This is an optimization exercise on Yosys and OpenROAD, whose aim is small area, a short achievable clock period and few clock cycles per item, not a production implementation. RTL that was checked went through simulation tests only; none was proved equivalent to the original.

Setup of run B:
Design fs_group_descriptor_checksum_core, start of the top module:
module fs_group_descriptor_checksum_core #(
	parameter logic [6:0] MAX_DESC_BYTES = 7'd64
) (
	input  logic                               clk,
	input  logic                               arst_n,
	input  logic                               cfg_valid,
	output logic                               cfg_ready,
	input  logic [fgdc_pkg::REG_INDEX_W-1:0]   cfg_index,
	input  logic [63:0]                        cfg_data,
	input  logic                               in_valid,
	output logic                               in_ready,
	input  logic [31:0]                        group_number,
	input  logic [7:0]                         data_byte,
	input  logic                               first_byte,
	input  logic                               last_byte,
	output logic                               out_valid,
	input  logic                               out_ready,
	output logic [15:0]                        checksum,
	output logic                               checksum_valid
);
	logic        meta_q;       
	logic        leg_q;        
	logic [31:0] seed_q;
	logic        sok_q;        
	logic [15:0] vla_q;        
	logic [15:0] vhb_q;        
	logic        uok_q;        
	logic        span64_q;     
	logic [4:0]  span_lo_q;    
	logic        wide_q;
	logic [31:0] crc_q;
	logic [7:0]  ib_q;         
	logic        hv_q;         
	logic        hl_q;         
	logic        hs_q;         
	logic [6:0]  pos_q;        
	logic        op_pre_q;     
	logic [1:0]  pcnt_q;       
	logic        op_clr_q;     
	logic        op_dat_q;     
	logic        op_cz_q;      
	logic        ej_q;         
	logic        vlow_q;       
	logic        in_rdy_q;
	logic        cfg_rdy_q;
	logic        ov_q;
	logic [15:0] cs_q;
  ...
For scale: about 750 cells after synthesis, roughly 150 flip-flops.
Settings: LEC_CHECK=0, CAP_MARGIN=20, CORE_MARGIN=2, CORE_UTILIZATION=60, SLEW_MARGIN=20; clock period 10.0 ns.
standard.sh (not shown) runs the stock make flow with config.mk's settings and CLKGATE_MAP_FILE= SYNTH_SCRIPT=/design/flow/synth_recipe.tcl, a recipe that flattens the netlist after the stock synthesis.
==> flow/flow/run.sh <==
#!/bin/bash
# Standard layout, with plain buffers on the ports and timing repair aiming for a larger
# setup slack than the clock needs.
set -euo pipefail
bash standard.sh "BUFFER_PORTS_ARGS=-buffer_cell sky130_fd_sc_hd__buf_1" SETUP_SLACK_MARGIN=7 finish > standard_flow.log 2>&1
Testbench counts of run B, summed over its fixed seeds: cycles 41,912, items 37,992.
Setup changes, run B to run A
--- a/flow/design.v
+++ b/flow/design.v
@@ -82,28 +82,29 @@
 	logic        op_clr_q;     
 	logic        op_dat_q;     
 	logic        op_cz_q;      
 	logic        ej_q;         
 	logic        vlow_q;       
 	logic        in_rdy_q;
 	logic        cfg_rdy_q;
+	logic        wr_q;         
+	logic [3:0]  wsel_q;       
 	logic        ov_q;
 	logic [15:0] cs_q;
 	logic        cv_q;
-	logic        in_acc, first_acc, cfg_acc, det, det_vid, busy, proc_h, produce, fold_h;
+	logic        in_acc, first_acc, det, det_vid, busy, proc_h, produce, fold_h;
 	logic        e_meta, e_leg, e_hold;
 	logic [31:0] x, y, r_step, kstart;
 	logic [15:0] ucrc;
 	logic [7:0]  cfg_byte;
 	logic [6:0]  npos;
 	logic        n_field, n_step;
 	logic        op_pre_n, op_clr_n, op_dat_n, op_cz_n, cop_q, cop_n, hv_n, hl_n, ov_n;
 	assign in_acc    = in_valid && in_rdy_q;
 	assign first_acc = in_acc && first_byte;
-	assign cfg_acc   = cfg_valid && cfg_rdy_q;
 	assign cop_q     = op_clr_q || op_dat_q || op_cz_q;
 	assign busy      = op_pre_q || cop_q;
 	assign det       = cfg_valid && !cfg_rdy_q && !cop_q;
 	assign det_vid   = det && (cfg_index == fgdc_pkg::REG_VID_LOW ||
 		cfg_index == fgdc_pkg::REG_VID_HIGH);
 	assign proc_h    = hv_q && !busy && !(hl_q && ov_q);
 	assign produce   = proc_h && hl_q;
@@ -136,36 +137,35 @@
 			leg_q     <= 1'b0;
 			sok_q     <= 1'b0;
 			uok_q     <= 1'b0;
 			span64_q  <= 1'b0;
 			span_lo_q <= '0;
 			wide_q    <= 1'b0;
 		end else begin
-			if (cfg_acc) begin
-				case (cfg_index)
-					fgdc_pkg::REG_MODE: begin
-						meta_q <= (cfg_data[1:0] == fgdc_pkg::MODE_META);
-						leg_q  <= (cfg_data[1:0] == fgdc_pkg::MODE_LEGACY);
-					end
-					fgdc_pkg::REG_SEED: sok_q <= 1'b1;
-					fgdc_pkg::REG_DESC_SIZE: begin
-						span64_q  <= cfg_data[6];
-						span_lo_q <= (cfg_data[6] || !cfg_data[5]) ? 5'd0 : cfg_data[4:0];
-					end
-					fgdc_pkg::REG_WIDE: wide_q <= cfg_data[0];
-					default: ;
-				endcase
+			if (wr_q && wsel_q[0]) begin
+				meta_q <= (cfg_data[1:0] == fgdc_pkg::MODE_META);
+				leg_q  <= (cfg_data[1:0] == fgdc_pkg::MODE_LEGACY);
+			end
+			if (wr_q && wsel_q[1]) begin
+				sok_q <= 1'b1;
+			end
+			if (wr_q && wsel_q[2]) begin
+				span64_q  <= cfg_data[6];
+				span_lo_q <= (cfg_data[6] || !cfg_data[5]) ? 5'd0 : cfg_data[4:0];
+			end
+			if (wr_q && wsel_q[3]) begin
+				wide_q <= cfg_data[0];
 			end
 			if (op_clr_q) begin
 				uok_q <= 1'b1;
 			end
 		end
 	end
 	always_ff @(posedge clk) begin
-		if (cfg_acc && cfg_index == fgdc_pkg::REG_SEED) begin
+		if (wr_q && wsel_q[1]) begin
 			seed_q <= cfg_data[31:0];
 		end
 		if ((op_dat_q && pos_q == 7'd8 && !vlow_q) || (op_clr_q && !uok_q && vlow_q)) begin
 			vhb_q <= y[15:0];
 		end
 		if ((op_cz_q && pos_q == 7'd16) || (op_clr_q && !uok_q && !vlow_q)) begin
 			vla_q <= y[15:0];
@@ -187,14 +187,17 @@
 			op_cz_q   <= op_cz_n;
 			ov_q      <= ov_n;
 		end
 	end
 	always_ff @(posedge clk) begin
 		in_rdy_q  <= !(op_pre_n || cop_n) && !(hv_n && hl_n && ov_n);
 		cfg_rdy_q <= (det && !det_vid) || (op_dat_q && pos_q == 7'd7);
+		wr_q      <= det && !det_vid;
+		wsel_q    <= {cfg_index == fgdc_pkg::REG_WIDE, cfg_index == fgdc_pkg::REG_DESC_SIZE,
+			cfg_index == fgdc_pkg::REG_SEED, cfg_index == fgdc_pkg::REG_MODE};
 		cv_q      <= meta_q || leg_q;
 	end
 	always_ff @(posedge clk) begin
 		crc_q <= first_acc ? (kstart ^ group_number) : r_step;
 		ej_q  <= !(op_pre_n || op_cz_n);
 		if (first_acc) begin
 			pcnt_q <= 2'd3;
--- outcome ---
Run A completed end to end with timing, DRC and antenna clean. Lower number of ordinary and repair buffers in the finished layout goes to run A over run B. Any difference in timing-limited maximum frequency between run B and run A is small enough to ignore. Run A vs run B: actual slew at the worst max-slew pin down in run A. Taking run B as the reference, in run A routed wire length on met3 went up, area added between synthesis and finish shows a reduction of 1.7 points.
Function not checked in run A: the RTL went through the layout flow alone.


before:
The RTL this note starts from:
==> flow/design.v <==
`timescale 1ns / 1ps
package fgdc_pkg;
	localparam logic [31:0] POLY32 = 32'h82F6_3B78;
	localparam logic [31:0] POLY16 = 32'h0000_A001;
	localparam logic [15:0] CRC16_INIT = 16'hFFFF;
	localparam logic [1:0] MODE_NONE   = 2'd0;
	localparam logic [1:0] MODE_META   = 2'd1;
	localparam logic [1:0] MODE_LEGACY = 2'd2;
	localparam int REG_INDEX_W = 3;
	localparam logic [REG_INDEX_W-1:0] REG_MODE      = 3'd0;
	localparam logic [REG_INDEX_W-1:0] REG_SEED      = 3'd1;
	localparam logic [REG_INDEX_W-1:0] REG_VID_LOW   = 3'd2;
	localparam logic [REG_INDEX_W-1:0] REG_VID_HIGH  = 3'd3;
	localparam logic [REG_INDEX_W-1:0] REG_DESC_SIZE = 3'd4;
	localparam logic [REG_INDEX_W-1:0] REG_WIDE      = 3'd5;
	function automatic logic [31:0] step8(input logic [31:0] c, input logic [31:0] poly);
		logic [31:0] r;
		r = c;
		for (int k = 0; k < 8; k++) begin
			r = r[0] ? ((r >> 1) ^ poly) : (r >> 1);
		end
		step8 = r;
	endfunction
	function automatic logic [15:0] crc16_byte(input logic [15:0] c, input logic [7:0] b);
		logic [15:0] r;
		r = c ^ {8'h0, b};
		for (int k = 0; k < 8; k++) begin
			r = r[0] ? ((r >> 1) ^ 16'hA001) : (r >> 1);
		end
		crc16_byte = r;
	endfunction
	function automatic logic [15:0] uuid_crc_zero();
		logic [15:0] c;
		c = CRC16_INIT;
		for (int i = 0; i < 16; i++) begin
			c = crc16_byte(c, 8'h00);
		end
		uuid_crc_zero = c;
	endfunction
	localparam logic [15:0] UUID_CRC_RESET = uuid_crc_zero();
endpackage
`timescale 1ns / 1ps
`timescale 1ns / 1ps
module fs_group_descriptor_checksum_core #(
	parameter logic [6:0] MAX_DESC_BYTES = 7'd64
) (
	input  logic                               clk,
	input  logic                               arst_n,
	input  logic                               cfg_valid,
	output logic                               cfg_ready,
	input  logic [fgdc_pkg::REG_INDEX_W-1:0]   cfg_index,
	input  logic [63:0]                        cfg_data,
	input  logic                               in_valid,
	output logic                               in_ready,
	input  logic [31:0]                        group_number,
	input  logic [7:0]                         data_byte,
	input  logic                               first_byte,
	input  logic                               last_byte,
	output logic                               out_valid,
	input  logic                               out_ready,
	output logic [15:0]                        checksum,
	output logic                               checksum_valid
);
	logic        meta_q;       
	logic        leg_q;        
	logic [31:0] seed_q;
	logic        sok_q;        
	logic [15:0] vla_q;        
	logic [15:0] vhb_q;        
	logic        uok_q;        
	logic        span64_q;     
	logic [4:0]  span_lo_q;    
	logic        wide_q;
	logic [31:0] crc_q;
	logic [7:0]  ib_q;         
	logic        hv_q;         
	logic        hl_q;         
	logic        hs_q;         
	logic [6:0]  pos_q;        
	logic        op_pre_q;     
	logic [1:0]  pcnt_q;       
	logic        op_clr_q;     
	logic        op_dat_q;     
	logic        op_cz_q;      
	logic        ej_q;         
	logic        vlow;         
	logic        in_rdy_q;
	logic        cfg_rdy_q;
	logic        ov_q;
	logic        cv_q;
	logic        in_acc, first_acc, cfg_acc, det, det_vid, busy, proc_h, produce, fold_h;
	logic        e_meta, e_leg, e_hold;
	logic [31:0] x, y, r_step, kstart;
	logic [15:0] ucrc;
	logic [7:0]  cfg_byte;
	logic [6:0]  npos;
	logic        n_field, n_step;
	logic        op_pre_n, op_clr_n, op_dat_n, op_cz_n, cop_q, cop_n, hv_n, hl_n, ov_n;
	assign in_acc    = in_valid && in_rdy_q;
	assign first_acc = in_acc && first_byte;
	assign cfg_acc   = cfg_valid && cfg_rdy_q;
	assign cop_q     = op_clr_q || op_dat_q || op_cz_q;
	assign busy      = op_pre_q || cop_q;
	assign det       = cfg_valid && !cfg_rdy_q && !cop_q;
	assign det_vid   = det && (cfg_index == fgdc_pkg::REG_VID_LOW ||
		cfg_index == fgdc_pkg::REG_VID_HIGH);
	assign proc_h    = hv_q && !busy;
	assign produce   = proc_h && hl_q;
	assign fold_h    = proc_h && hs_q;
	assign npos    = pos_q[6] ? pos_q : pos_q + 7'd1;
	assign n_field = (npos[6:1] == 6'b001111);
	assign n_step  = !npos[6] && (!npos[5] || span64_q || (npos[4:0] < span_lo_q)) &&
		!(leg_q && (n_field || (npos[5] && !wide_q)));
	assign cfg_byte = cfg_data[{pos_q[2:0], 3'b000} +: 8];
	assign vlow     = !cfg_index[0];
	assign e_meta = meta_q && (op_pre_q || fold_h);
	assign e_leg  = (leg_q && (op_pre_q || fold_h)) || op_dat_q || op_cz_q;
	assign e_hold = !(busy || fold_h);
	assign x = crc_q ^ {24'h0, ej_q ? ib_q : 8'h00};
	assign y = (e_meta ? fgdc_pkg::step8(x, fgdc_pkg::POLY32) : 32'h0) |
		(e_leg ? fgdc_pkg::step8(x, fgdc_pkg::POLY16) : 32'h0);
	assign r_step = y | (e_hold ? crc_q : 32'h0);
	assign ucrc   = fgdc_pkg::UUID_CRC_RESET ^ (uok_q ? (vla_q ^ vhb_q) : 16'h0);
	assign kstart = ((meta_q && sok_q) ? seed_q : 32'h0) | (meta_q ? 32'h0 : {16'h0, ucrc});
	assign op_pre_n = first_acc || (op_pre_q && pcnt_q != 2'd0);
	assign op_clr_n = det_vid;
	assign op_dat_n = cop_q && pos_q <= 7'd7;
	assign op_cz_n  = (op_dat_q && pos_q == 7'd8 && vlow) || (op_cz_q && pos_q <= 7'd15);
	assign cop_n    = op_clr_n || op_dat_n || op_cz_n;
	assign hv_n = in_acc || (hv_q && !proc_h);
	assign hl_n = in_acc ? last_byte : hl_q;
	assign ov_n = produce || (ov_q && !out_ready);
	always_ff @(posedge clk or negedge arst_n) begin
		if (!arst_n) begin
			meta_q    <= 1'b0;
			leg_q     <= 1'b0;
			sok_q     <= 1'b0;
			uok_q     <= 1'b0;
			span64_q  <= 1'b0;
			span_lo_q <= '0;
			wide_q    <= 1'b0;
		end else begin
			if (cfg_acc) begin
				case (cfg_index)
					fgdc_pkg::REG_MODE: begin
						meta_q <= (cfg_data[1:0] == fgdc_pkg::MODE_META);
						leg_q  <= (cfg_data[1:0] == fgdc_pkg::MODE_LEGACY);
					end
					fgdc_pkg::REG_SEED: sok_q <= 1'b1;
					fgdc_pkg::REG_DESC_SIZE: begin
						span64_q  <= cfg_data[6];
						span_lo_q <= (cfg_data[6] || !cfg_data[5]) ? 5'd0 : cfg_data[4:0];
					end
					fgdc_pkg::REG_WIDE: wide_q <= cfg_data[0];
					default: ;
				endcase
			end
			if (op_clr_q) begin
				uok_q <= 1'b1;
			end
		end
	end
	always_ff @(posedge clk) begin
		if (cfg_acc && cfg_index == fgdc_pkg::REG_SEED) begin
			seed_q <= cfg_data[31:0];
		end
		if ((op_dat_q && pos_q == 7'd8 && !vlow) || (op_clr_q && !uok_q && vlow)) begin
			vhb_q <= y[15:0];
		end
		if ((op_cz_q && pos_q == 7'd16) || (op_clr_q && !uok_q && !vlow)) begin
			vla_q <= y[15:0];
		end
	end
	always_ff @(posedge clk or negedge arst_n) begin
		if (!arst_n) begin
			hv_q      <= 1'b0;
			op_pre_q  <= 1'b0;
			op_clr_q  <= 1'b0;
			op_dat_q  <= 1'b0;
			op_cz_q   <= 1'b0;
			ov_q      <= 1'b0;
		end else begin
			hv_q      <= hv_n;
			op_pre_q  <= op_pre_n;
			op_clr_q  <= op_clr_n;
			op_dat_q  <= op_dat_n;
			op_cz_q   <= op_cz_n;
			ov_q      <= ov_n;
		end
	end
	always_ff @(posedge clk) begin
		in_rdy_q  <= !(op_pre_n || cop_n) && !(hv_n && hl_n) && !ov_n;
		cfg_rdy_q <= (det && !det_vid) || (op_dat_q && pos_q == 7'd7);
		cv_q      <= meta_q || leg_q;
	end
	always_ff @(posedge clk) begin
		crc_q <= first_acc ? (kstart ^ group_number) : r_step;
		ej_q  <= !(op_pre_n || op_cz_n);
		if (first_acc) begin
			pcnt_q <= 2'd3;
		end else if (op_pre_q) begin
			pcnt_q <= pcnt_q - 2'd1;
		end
		if (in_acc) begin
			ib_q  <= (!first_byte && n_field) ? 8'h00 : data_byte;
			hl_q  <= last_byte;
			hs_q  <= first_byte || n_step;
			pos_q <= first_byte ? 7'd0 : npos;
		end else begin
			if (cop_q && pos_q <= 7'd7) begin
				ib_q <= cfg_byte;
			end
			if (det_vid) begin
				pos_q <= 7'd0;
			end else if (cop_q) begin
				pos_q <= npos;
			end
		end
	end
	assign in_ready       = in_rdy_q;
	assign cfg_ready      = cfg_rdy_q;
	assign out_valid      = ov_q;
	assign checksum       = crc_q[15:0];
	assign checksum_valid = cv_q;
endmodule
Settings: LEC_CHECK=0, CAP_MARGIN=20, CORE_MARGIN=2, CORE_UTILIZATION=60, CTS_BUF_LIST=sky130_fd_sc_hd__clkbuf_8, CTS_CLUSTER_SIZE=20, SLEW_MARGIN=20; clock period 10.0 ns.
Scripts as last shown in full above: flow/flow/run.sh
What after does differently from before at the input level:
--- a/flow/design.v
+++ b/flow/design.v
@@ -82,9 +82,9 @@
 	logic        op_clr_q;     
 	logic        op_dat_q;     
 	logic        op_cz_q;      
 	logic        ej_q;         
-	logic        vlow;         
+	logic        vlow_q;       
 	logic        in_rdy_q;
 	logic        cfg_rdy_q;
 	logic        ov_q;
 	logic        cv_q;
@@ -111,9 +111,8 @@
 	assign n_field = (npos[6:1] == 6'b001111);
 	assign n_step  = !npos[6] && (!npos[5] || span64_q || (npos[4:0] < span_lo_q)) &&
 		!(leg_q && (n_field || (npos[5] && !wide_q)));
 	assign cfg_byte = cfg_data[{pos_q[2:0], 3'b000} +: 8];
-	assign vlow     = !cfg_index[0];
 	assign e_meta = meta_q && (op_pre_q || fold_h);
 	assign e_leg  = (leg_q && (op_pre_q || fold_h)) || op_dat_q || op_cz_q;
 	assign e_hold = !(busy || fold_h);
 	assign x = crc_q ^ {24'h0, ej_q ? ib_q : 8'h00};
@@ -124,9 +123,9 @@
 	assign kstart = ((meta_q && sok_q) ? seed_q : 32'h0) | (meta_q ? 32'h0 : {16'h0, ucrc});
 	assign op_pre_n = first_acc || (op_pre_q && pcnt_q != 2'd0);
 	assign op_clr_n = det_vid;
 	assign op_dat_n = cop_q && pos_q <= 7'd7;
-	assign op_cz_n  = (op_dat_q && pos_q == 7'd8 && vlow) || (op_cz_q && pos_q <= 7'd15);
+	assign op_cz_n  = cop_q && vlow_q && pos_q >= 7'd8 && pos_q <= 7'd15;
 	assign cop_n    = op_clr_n || op_dat_n || op_cz_n;
 	assign hv_n = in_acc || (hv_q && !proc_h);
 	assign hl_n = in_acc ? last_byte : hl_q;
 	assign ov_n = produce || (ov_q && !out_ready);
@@ -163,12 +162,12 @@
 	always_ff @(posedge clk) begin
 		if (cfg_acc && cfg_index == fgdc_pkg::REG_SEED) begin
 			seed_q <= cfg_data[31:0];
 		end
-		if ((op_dat_q && pos_q == 7'd8 && !vlow) || (op_clr_q && !uok_q && vlow)) begin
+		if ((op_dat_q && pos_q == 7'd8 && !vlow_q) || (op_clr_q && !uok_q && vlow_q)) begin
 			vhb_q <= y[15:0];
 		end
-		if ((op_cz_q && pos_q == 7'd16) || (op_clr_q && !uok_q && !vlow)) begin
+		if ((op_cz_q && pos_q == 7'd16) || (op_clr_q && !uok_q && !vlow_q)) begin
 			vla_q <= y[15:0];
 		end
 	end
 	always_ff @(posedge clk or negedge arst_n) begin
@@ -215,8 +214,11 @@
 			end else if (cop_q) begin
 				pos_q <= npos;
 			end
 		end
+		if (det_vid) begin
+			vlow_q <= (cfg_index == fgdc_pkg::REG_VID_LOW);
+		end
 	end
 	assign in_ready       = in_rdy_q;
 	assign cfg_ready      = cfg_rdy_q;
 	assign out_valid      = ov_q;
## What came out
after: final critical path time including I/O delays and setup lower than before
Looking at number of detailed-routing iterations run before antenna repair across before and after, the one that comes out higher is after.
Comparing before and after, area of the core is lower on after.
Compared with before, after shows cell area after technology mapping that has gone down slightly.
Comparing before and after, the lower clock skew was measured on before.
Changes observed in after relative to before: post-detailed-routing wire length has decreased.
after carries more flip-flops than before.
Testbench counts of after, summed over its fixed seeds: cycles 43,384, items 37,992.
Only the layout flow was run in before; the RTL was not checked for function there.

[re-timing with driven ports]
In the flow no input, the clock included, has a driving cell. The finished layouts below were timed again as built, in two steps. Step 1: set_driving_cell puts a clkbuf_16 on clk and a buf_2 on each other input, an assumption about the parent block. Step 2 adds t to the input delays and takes it off the output delays; t is the mean of the earliest and latest rising clock arrival at the registers after step 1. Input paths then give back, and output paths get back, about the clock's delay inside the block. Slacks: no drivers / after step 1 / after step 2; pairs: no drivers / after step 1.
run | t, ns | setup WS [ns] | clock arrival spread, ns
run B | 0.467 | 6.997 / 6.955 / 6.600 | 0.010 / 0.010
run A | 0.464 | 7.002 / 6.965 / 6.630 | 0.010 / 0.010
before | 0.494 | 7.012 / 6.976 / 6.545 | 0.013 / 0.014
after | 0.481 | 7.019 / 6.986 / 6.574 | 0.019 / 0.019
After both steps setup and hold are still met in every run listed. For before, which loses most, drivers alone change the setup slack by -0.036 ns; drivers and shift together by -0.467 ns.
